Source: an optimization exercise on an open RTL-to-GDS flow (aim: a short achievable clock period and few clock cycles). Production flows keep margins and buffers that such runs may drop. Function was checked by simulation only, so behaviour that the tests miss may differ from the original.

==> 03-08 <==
## acc_top
module acc_top #(
  parameter int ADDR_WIDTH = acc_pkg::ADDR_WIDTH_DEF,
  parameter int CNT_WIDTH  = acc_pkg::CNT_WIDTH_DEF
) (
  input  logic                  ap_clk,
  input  logic                  ap_rst_n,
  input  logic                  ap_start,
  output logic                  ap_idle,
  output logic                  ap_ready,
  output logic                  ap_done,
  input  logic [ADDR_WIDTH-1:0] ifm_addr_base,
  input  logic [ADDR_WIDTH-1:0] wgt_addr_base,
  input  logic [ADDR_WIDTH-1:0] ofm_addr_base,
  input  logic [CNT_WIDTH-1:0]  cfg_ci,
  input  logic [CNT_WIDTH-1:0]  cfg_co,
  output logic                  ifm_rd_req,
  output logic [ADDR_WIDTH-1:0] ifm_rd_addr,
  input  logic                  ifm_rd_valid,
  input  acc_pkg::word_t        ifm_rd_data,
  output logic                  wgt_rd_req,
  output logic [ADDR_WIDTH-1:0] wgt_rd_addr,
  input  logic                  wgt_rd_valid,
  input  acc_pkg::word_t        wgt_rd_data,
  output logic                  ofm_wr_req,
  output logic [ADDR_WIDTH-1:0] ofm_wr_addr,
  output acc_pkg::word_t        ofm_wr_data,
  input  logic                  ofm_wr_ack
);
export LEC_CHECK = 0
export CAP_MARGIN = 20
export CORE_MARGIN = 2
export CORE_UTILIZATION = 40
export SLEW_MARGIN = 20
create_clock -name core_clock -period 12.5 [get_ports {ap_clk}]
standard.sh (not shown) runs the stock make flow with config.mk's settings and CLKGATE_MAP_FILE= SYNTH_SCRIPT=/design/flow/synth_recipe.tcl, a recipe that flattens the netlist after the stock synthesis.
==> flow/flow/run.sh <==
#!/bin/bash
set -euo pipefail
HERE=$(pwd)
MARGIN=7.6
RES=$HERE/orfs/results/$FLOW_PLATFORM/acc_top/base
bash standard.sh synth > synth.log 2>&1
python3 flow/patch_req.py $RES/1_2_yosys.v > patch.log 2>&1
rm -f $RES/1_synth.odb $RES/1_synth.sdc
bash standard.sh SETUP_SLACK_MARGIN=$MARGIN finish > standard.log 2>&1
==> flow/flow/patch_req.py <==
#!/usr/bin/env python3
"""Give each memory-request output port its own two-gate driver.

Each request port is (response & go) | kick: the response input of the port and
two registers.  Synthesis maps that to one AND-OR cell that also feeds the
design's own logic.  Here the port gets a private copy of the function as
nand2(response, go) -> nand2b(kick, .) (nand2b: Y = A_N | !B), and the original
cell keeps driving the internal loads on a renamed net.  The function of every
net is unchanged; registers are untouched.

usage: patch_req.py NETLIST.v  (edited in place)
"""
import re
import sys

PORTS = [  # port, response input, go register net, kick register net
    ("wgt_rd_req", "wgt_rd_valid", "w_go_q", "w_kick_q"),
    ("ifm_rd_req", "ifm_rd_valid", "i_go_q", "i_kick_q"),
    ("ofm_wr_req", "ofm_wr_ack", "o_go_q", "o_kick_q"),
]

path = sys.argv[1]
text = open(path).read()
m = re.search(r"\nmodule acc_top\(.*?\nendmodule", text, re.S)
mod = m.group(0)
lines = mod.split("\n")

def net_pat(net):
    return re.compile(r"\(\s*" + re.escape(net) + r"\s*\)")

new_cells = []
new_wires = []
for port, resp, go, kick in PORTS:
    for n in (resp, go, kick):
        if not net_pat(n).search(mod):
            sys.exit(f"patch_req: net {n} not found")
    internal = port + "_int"
    pat = net_pat(port)
    # every pin connection to the port net moves to the internal net
    hits = 0
    for i, ln in enumerate(lines):
        if re.match(r"\s*\.\w+\s*\(", ln) and pat.search(ln):
            lines[i] = pat.sub("(" + internal + ")", ln)
            hits += 1
    if any(re.match(r"\s*assign\b", ln) and re.search(r"\b" + re.escape(port) + r"\b", ln) for ln in lines):
        sys.exit(f"patch_req: {port} appears in an assign")
    if hits == 0:
        sys.exit(f"patch_req: no pin connects to {port}")
    nn = port + "_nand"
    new_wires += [internal, nn]
    new_cells.append(
        f"  sky130_fd_sc_hd__nand2_1 {port}_pa (\n    .A({resp}),\n    .B({go}),\n    .Y({nn})\n  );\n"
        f"  sky130_fd_sc_hd__nand2b_1 {port}_pb (\n    .A_N({kick}),\n    .B({nn}),\n    .Y({port})\n  );")

mod2 = "\n".join(lines)
# declare the new wires after the module header and add the cells before endmodule
hdr_end = mod2.index(";") + 1
mod2 = mod2[:hdr_end] + "".join(f"\n  wire {w};" for w in new_wires) + mod2[hdr_end:]
mod2 = mod2[: mod2.rindex("endmodule")] + "\n".join(new_cells) + "\nendmodule"
text = text[: m.start()] + mod2 + text[m.end():]
open(path, "w").write(text)
print("patch_req: patched", ", ".join(p[0] for p in PORTS))
==> inputs of 01-05, as changes to 03-08 <==
--- a/flow/design.v
+++ b/flow/design.v
@@ -99,27 +99,27 @@
   acc_pkg::word_t  rq     [RDEP];
   logic [WPW-1:0]  w_wp_q, w_rp_q;
   logic [RPW-1:0]  r_wp_q, r_rp_q;
   always_ff @(posedge ap_clk) begin
     if (i_wr_q) icache[i_wp_q] <= ifm_rd_data;
     wq[w_wp_q] <= wgt_rd_data;
   end
   logic [CW-1:0]   kc_q;                 
-  logic            kc_first_q, kc_last_q, cc_first_q;
+  logic            kc_last_q, cc_first_q;
   logic            i_have_q, w_have_q;
   logic            fire, i_dec;
   assign fire  = (w_have_q || wgt_rd_valid) && (i_have_q || ifm_rd_valid);
   assign i_dec = fire && (!cached_q || cc_first_q);
   localparam int NROW = 4;               
   localparam acc_pkg::word_t BOOTH_K = 32'hFFFD_5800;   
   acc_pkg::word_t  op_i, op_w;
   acc_pkg::word_t  cs_s_q [acc_pkg::LANES];
   acc_pkg::word_t  cs_c_q [acc_pkg::LANES];
-  logic            s1_v_q, s1_first_q, s1_last_q;
+  logic            s1_v_q, s1_last_q;
   acc_pkg::word_t  acc_q;
   assign op_i = i_have_q ? icache[i_rp_q] : ifm_rd_data;
   assign op_w = w_have_q ? wq[w_rp_q]     : wgt_rd_data;
   function automatic acc_pkg::word_t csa_s(input acc_pkg::word_t x, input acc_pkg::word_t y,
                                            input acc_pkg::word_t z);
     csa_s = x ^ y ^ z;
   endfunction
   function automatic acc_pkg::word_t csa_c(input acc_pkg::word_t x, input acc_pkg::word_t y,
@@ -157,25 +157,25 @@
       lane_c[l] = csa_c(s2, c2, x[4]);
     end
   end
   always_ff @(posedge ap_clk) begin
     for (int l = 0; l < acc_pkg::LANES; l++) begin
       cs_s_q[l] <= lane_s[l];
       cs_c_q[l] <= lane_c[l];
     end
-    s1_first_q <= kc_first_q;
     s1_last_q  <= kc_last_q;
   end
   acc_pkg::word_t acc_d;
-  assign acc_d = (s1_first_q ? '0 : acc_q) +
+  assign acc_d = acc_q +
                  cs_s_q[0] + cs_c_q[0] + cs_s_q[1] + cs_c_q[1] +
                  cs_s_q[2] + cs_c_q[2] + cs_s_q[3] + cs_c_q[3];
   always_ff @(posedge ap_clk) begin
-    if (s1_v_q) acc_q <= acc_d;
+    if (init_q) acc_q <= '0;
+    else if (s1_v_q) acc_q <= s1_last_q ? '0 : acc_d;
     if (s1_v_q && s1_last_q) rq[r_wp_q] <= acc_d;
   end
   logic [ADDR_WIDTH-1:0] o_addr_q;
   logic [CW-1:0]   oc_q;
   logic            oc_last_q;
   logic            o_out_q, o_go_q, o_kick_q;
   logic [RPW:0]    r_av_q;               
   acc_pkg::word_t  o_data_q;
@@ -242,17 +242,17 @@
       w_cred_q  <= '0; w_av_q <= '0; r_cred_q <= '0; r_av_q <= '0;
       i_cred_q  <= '0; i_av_q <= '0;
       w_have_q  <= 1'b0; i_have_q <= 1'b0;
       w_wp_q    <= '0; w_rp_q <= '0; r_wp_q <= '0; r_rp_q <= '0;
       i_wp_q    <= '0; i_rp_q <= '0;
       wk_q      <= '0; wc_q <= '0; wk_last_q <= 1'b0; wc_last_q <= 1'b0;
       ik_q      <= '0; ic_q <= '0; ik_last_q <= 1'b0; ic_last_q <= 1'b0;
       kc_q      <= '0;
-      kc_first_q <= 1'b0; kc_last_q <= 1'b0; cc_first_q <= 1'b0;
+      kc_last_q <= 1'b0; cc_first_q <= 1'b0;
       oc_q      <= '0; oc_last_q <= 1'b0;
       s1_v_q    <= 1'b0;
       cached_q  <= 1'b0;
       ci_m1_q   <= '0; co_m1_q <= '0; ci_one_q <= 1'b0; co_one_q <= 1'b0;
     end else if (init_q) begin
       ci_m1_q   <= cfg_ci - 1'b1;
       co_m1_q   <= cfg_co - 1'b1;
       ci_one_q  <= (cfg_ci == CW'(1));
@@ -267,17 +267,17 @@
       w_have_q  <= 1'b0; i_have_q <= 1'b0;
       w_wp_q    <= '0; w_rp_q <= '0; r_wp_q <= '0; r_rp_q <= '0;
       i_wp_q    <= '0; i_rp_q <= '0;
       wk_q      <= cfg_ci - 1'b1; wc_q <= cfg_co - 1'b1;
       wk_last_q <= (cfg_ci == CW'(1)); wc_last_q <= (cfg_co == CW'(1));
       ik_q      <= cfg_ci - 1'b1; ic_q <= cfg_co - 1'b1;
       ik_last_q <= (cfg_ci == CW'(1)); ic_last_q <= (cfg_co == CW'(1));
       kc_q      <= cfg_ci - 1'b1;
-      kc_first_q <= 1'b1; kc_last_q <= (cfg_ci == CW'(1)); cc_first_q <= 1'b1;
+      kc_last_q <= (cfg_ci == CW'(1)); cc_first_q <= 1'b1;
       oc_q      <= cfg_co - 1'b1; oc_last_q <= (cfg_co == CW'(1));
       s1_v_q    <= 1'b0;
     end else begin
       w_out_q  <= w_out_d;
       w_go_q   <= w_cond;
       w_kick_q <= w_cond && !w_out_d;
       wr_all_q <= wr_all_d;
       wk_last_q <= wk_last_d;
@@ -314,24 +314,22 @@
       i_cred_q <= i_cred_d;
       i_av_q   <= i_av_d;
       if (ifm_rd_valid) i_wp_q <= i_wp_q + 1'b1;
       s1_v_q <= fire;
       if (fire) begin
         w_rp_q <= w_rp_q + 1'b1;
         if (kc_last_q) begin
           kc_q       <= ci_m1_q;
-          kc_first_q <= 1'b1;
           kc_last_q  <= ci_one_q;
           cc_first_q <= 1'b0;
           i_rp_q     <= cached_q ? '0 : i_rp_q + 1'b1;
           i_have_q   <= (i_av_d != '0) || cached_q;
         end else begin
           kc_q       <= kc_q - 1'b1;
-          kc_first_q <= 1'b0;
           kc_last_q  <= (kc_q == CW'(1));
           i_rp_q     <= i_rp_q + 1'b1;
           i_have_q   <= (i_av_d != '0) || (cached_q && !cc_first_q);
         end
       end else begin
         i_have_q <= (i_av_d != '0) || (cached_q && !cc_first_q);
       end
       o_go_q   <= o_cond;
==> flow/flow/patch_req.py (replaced) <==
#!/usr/bin/env python3
"""Give each handshake output port that is a two-level function of an input
port a private copy of that function, and keep the input's other loads behind
an inverter pair, so the input-to-output path drives only its own gates.

  wgt_rd_req = (wgt_rd_valid & w_go_q) | w_kick_q   -> nand2 -> nand2b
  ifm_rd_req = (ifm_rd_valid & i_go_q) | i_kick_q   -> nand2 -> nand2b
  ofm_wr_req = (ofm_wr_ack   & o_go_q) | o_kick_q   -> nand2 -> nand2b
  ap_ready   = ap_start & ap_idle (idle_q)          -> and2
(nand2b: Y = A_N | !B.)  The cells synthesis made keep driving the design's own
loads on renamed nets.  Every net keeps its function; registers are untouched.

usage: patch_req.py NETLIST.v  (edited in place)
"""
import re
import sys

REQS = [  # output port, input port, go register net, kick register net
    ("wgt_rd_req", "wgt_rd_valid", "w_go_q", "w_kick_q"),
    ("ifm_rd_req", "ifm_rd_valid", "i_go_q", "i_kick_q"),
    ("ofm_wr_req", "ofm_wr_ack", "o_go_q", "o_kick_q"),
]
AND_PORT = ("ap_ready", "ap_start", "ap_idle")

path = sys.argv[1]
text = open(path).read()
m = re.search(r"\nmodule acc_top\(.*?\nendmodule", text, re.S)
mod = m.group(0)
lines = mod.split("\n")

def pat(net):
    return re.compile(r"\(\s*" + re.escape(net) + r"\s*\)")

def check(net):
    if not pat(net).search(mod):
        sys.exit(f"patch_req: net {net} not found")
    if any(re.match(r"\s*assign\b", ln) and re.search(r"\b" + re.escape(net) + r"\b", ln)
           for ln in lines):
        sys.exit(f"patch_req: {net} appears in an assign")

def move_all(net, new):
    """Every pin connected to net is connected to new instead."""
    p = pat(net)
    hits = 0
    for i, ln in enumerate(lines):
        if re.match(r"\s*\.\w+\s*\(", ln) and p.search(ln):
            lines[i] = p.sub("(" + new + ")", ln)
            hits += 1
    if hits == 0:
        sys.exit(f"patch_req: no pin connects to {net}")

cells, wires = [], []
def cell(kind, name, **pins):
    body = ",\n".join(f"    .{k}({v})" for k, v in pins.items())
    cells.append(f"  sky130_fd_sc_hd__{kind} {name} (\n{body}\n  );")

def isolate_input(inp):
    """Loads of input port inp move behind an inverter pair."""
    check(inp)
    move_all(inp, inp + "_int")
    wires.extend([inp + "_int", inp + "_n"])
    cell("inv_1", inp + "_ia", A=inp, Y=inp + "_n")
    cell("inv_1", inp + "_ib", A=inp + "_n", Y=inp + "_int")

for port, resp, go, kick in REQS:
    for n in (port, go, kick):
        check(n)
    move_all(port, port + "_int")
    wires.extend([port + "_int", port + "_nand"])
    isolate_input(resp)
    cell("nand2_1", port + "_pa", A=resp, B=go, Y=port + "_nand")
    cell("nand2b_1", port + "_pb", A_N=kick, B=port + "_nand", Y=port)

port, inp, reg = AND_PORT
check(port); check(reg)
move_all(port, port + "_int")
wires.append(port + "_int")
isolate_input(inp)
cell("and2_1", port + "_pa", A=inp, B=reg, X=port)

mod2 = "\n".join(lines)
hdr_end = mod2.index(";") + 1
mod2 = mod2[:hdr_end] + "".join(f"\n  wire {w};" for w in wires) + mod2[hdr_end:]
mod2 = mod2[: mod2.rindex("endmodule")] + "\n".join(cells) + "\nendmodule"
text = text[: m.start()] + mod2 + text[m.end():]
open(path, "w").write(text)
print("patch_req: patched", ", ".join([p[0] for p in REQS] + [AND_PORT[0]]))
- CORE_UTILIZATION: 40 -> 60
==> run summary <==
- 01-05 passed the timing, design-rule and antenna checks. 03-08 completed without violations.
- Against 01-05, the wire length of 03-08 is higher by about 5%.
- Worst setup slack: 01-05 is higher than 03-08 (0.073 ns).
- Non-clock buffer count: 01-05 is lower than 03-08 (39).
- Against 03-08, the hold slack of 01-05 is better by 0.11 ns.
- In 01-05 the utilization is higher than in 03-08, by 22 points.
- Against 01-05, the synthesized area of 03-08 is higher by 0.41%.
- In 01-05 the final cell count is smaller than in 03-08, by about 11%.
- Of 03-08 and 01-05, 01-05 has the higher global-route usage (gap 9.2 points).
==> figures <==
item                                                          03-08         01-05
Worst hold endpoint                                      s1_first_q        i_go_q
Endpoint of the worst-slack reg-to-reg timing path     o_data_q[26]  o_data_q[17]
Inverters excl. clock                                           385           370
Placed Cells incl. Taps                                       9,671         8,586
Clk Latency, worst-skew pair                                0.94 ns       0.88 ns
Core outline area                                         0.248 mm2     0.164 mm2
Antenna violations before repair                                 29            13
Actual transition at the worst max-transition pin           1.03 ns       1.02 ns
Hpwl dp                                                  151,000 um    144,000 um
Worst R2R Start                                          s1_first_q  cs_s_q[2][3]
Result of the run                          timing/DRC/antenna clean  timing/DRC/antenna clean
Wire length of the first global-routing pass             382,000 um    367,000 um
Die area                                                  0.253 mm2     0.168 mm2
Critical Path AT                                            2.94 ns       2.86 ns
Final instance area                                       0.119 mm2     0.116 mm2
Routing usage on met1                                         28.3%         43.4%
WL per Instance                                             25.6 um       27.5 um
Routed length on met1                                    113,000 um    106,000 um
Proportion of cell area occupied by multi-input gates         28.2%         28.8%
Testbench counts of 03-08, summed over its fixed seeds: cycles 48,750.
Testbench counts of 01-05, summed over its fixed seeds: cycles 48,750.

## re-timing with driven ports
No port has a modelled driver above. Below, the same layouts with a new extraction and two added sets of constraints.
Step 1: set_driving_cell puts a clkbuf_16 on ap_clk and a buf_2 on each other input, an assumption about the parent block.
Step 2 also shifts input and output timing later by t, the mid clock arrival at the registers, as if the neighbouring blocks saw the same clock.
Three values: ideal, step 1, step 2; two values: the first two.
run	shift t [ns]	setup slack, ns	worst setup path after step 2	cell pins on the clock port's net
03-08	0.963	7.063 / 7.008 / 6.627	input to register	1
01-05	0.951	7.136 / 7.082 / 6.705	input to register	1
After both steps every run listed still meets setup and hold. The setup slack of 03-08, which loses most, moves by -0.055 ns with the drivers and by -0.436 ns with both steps.
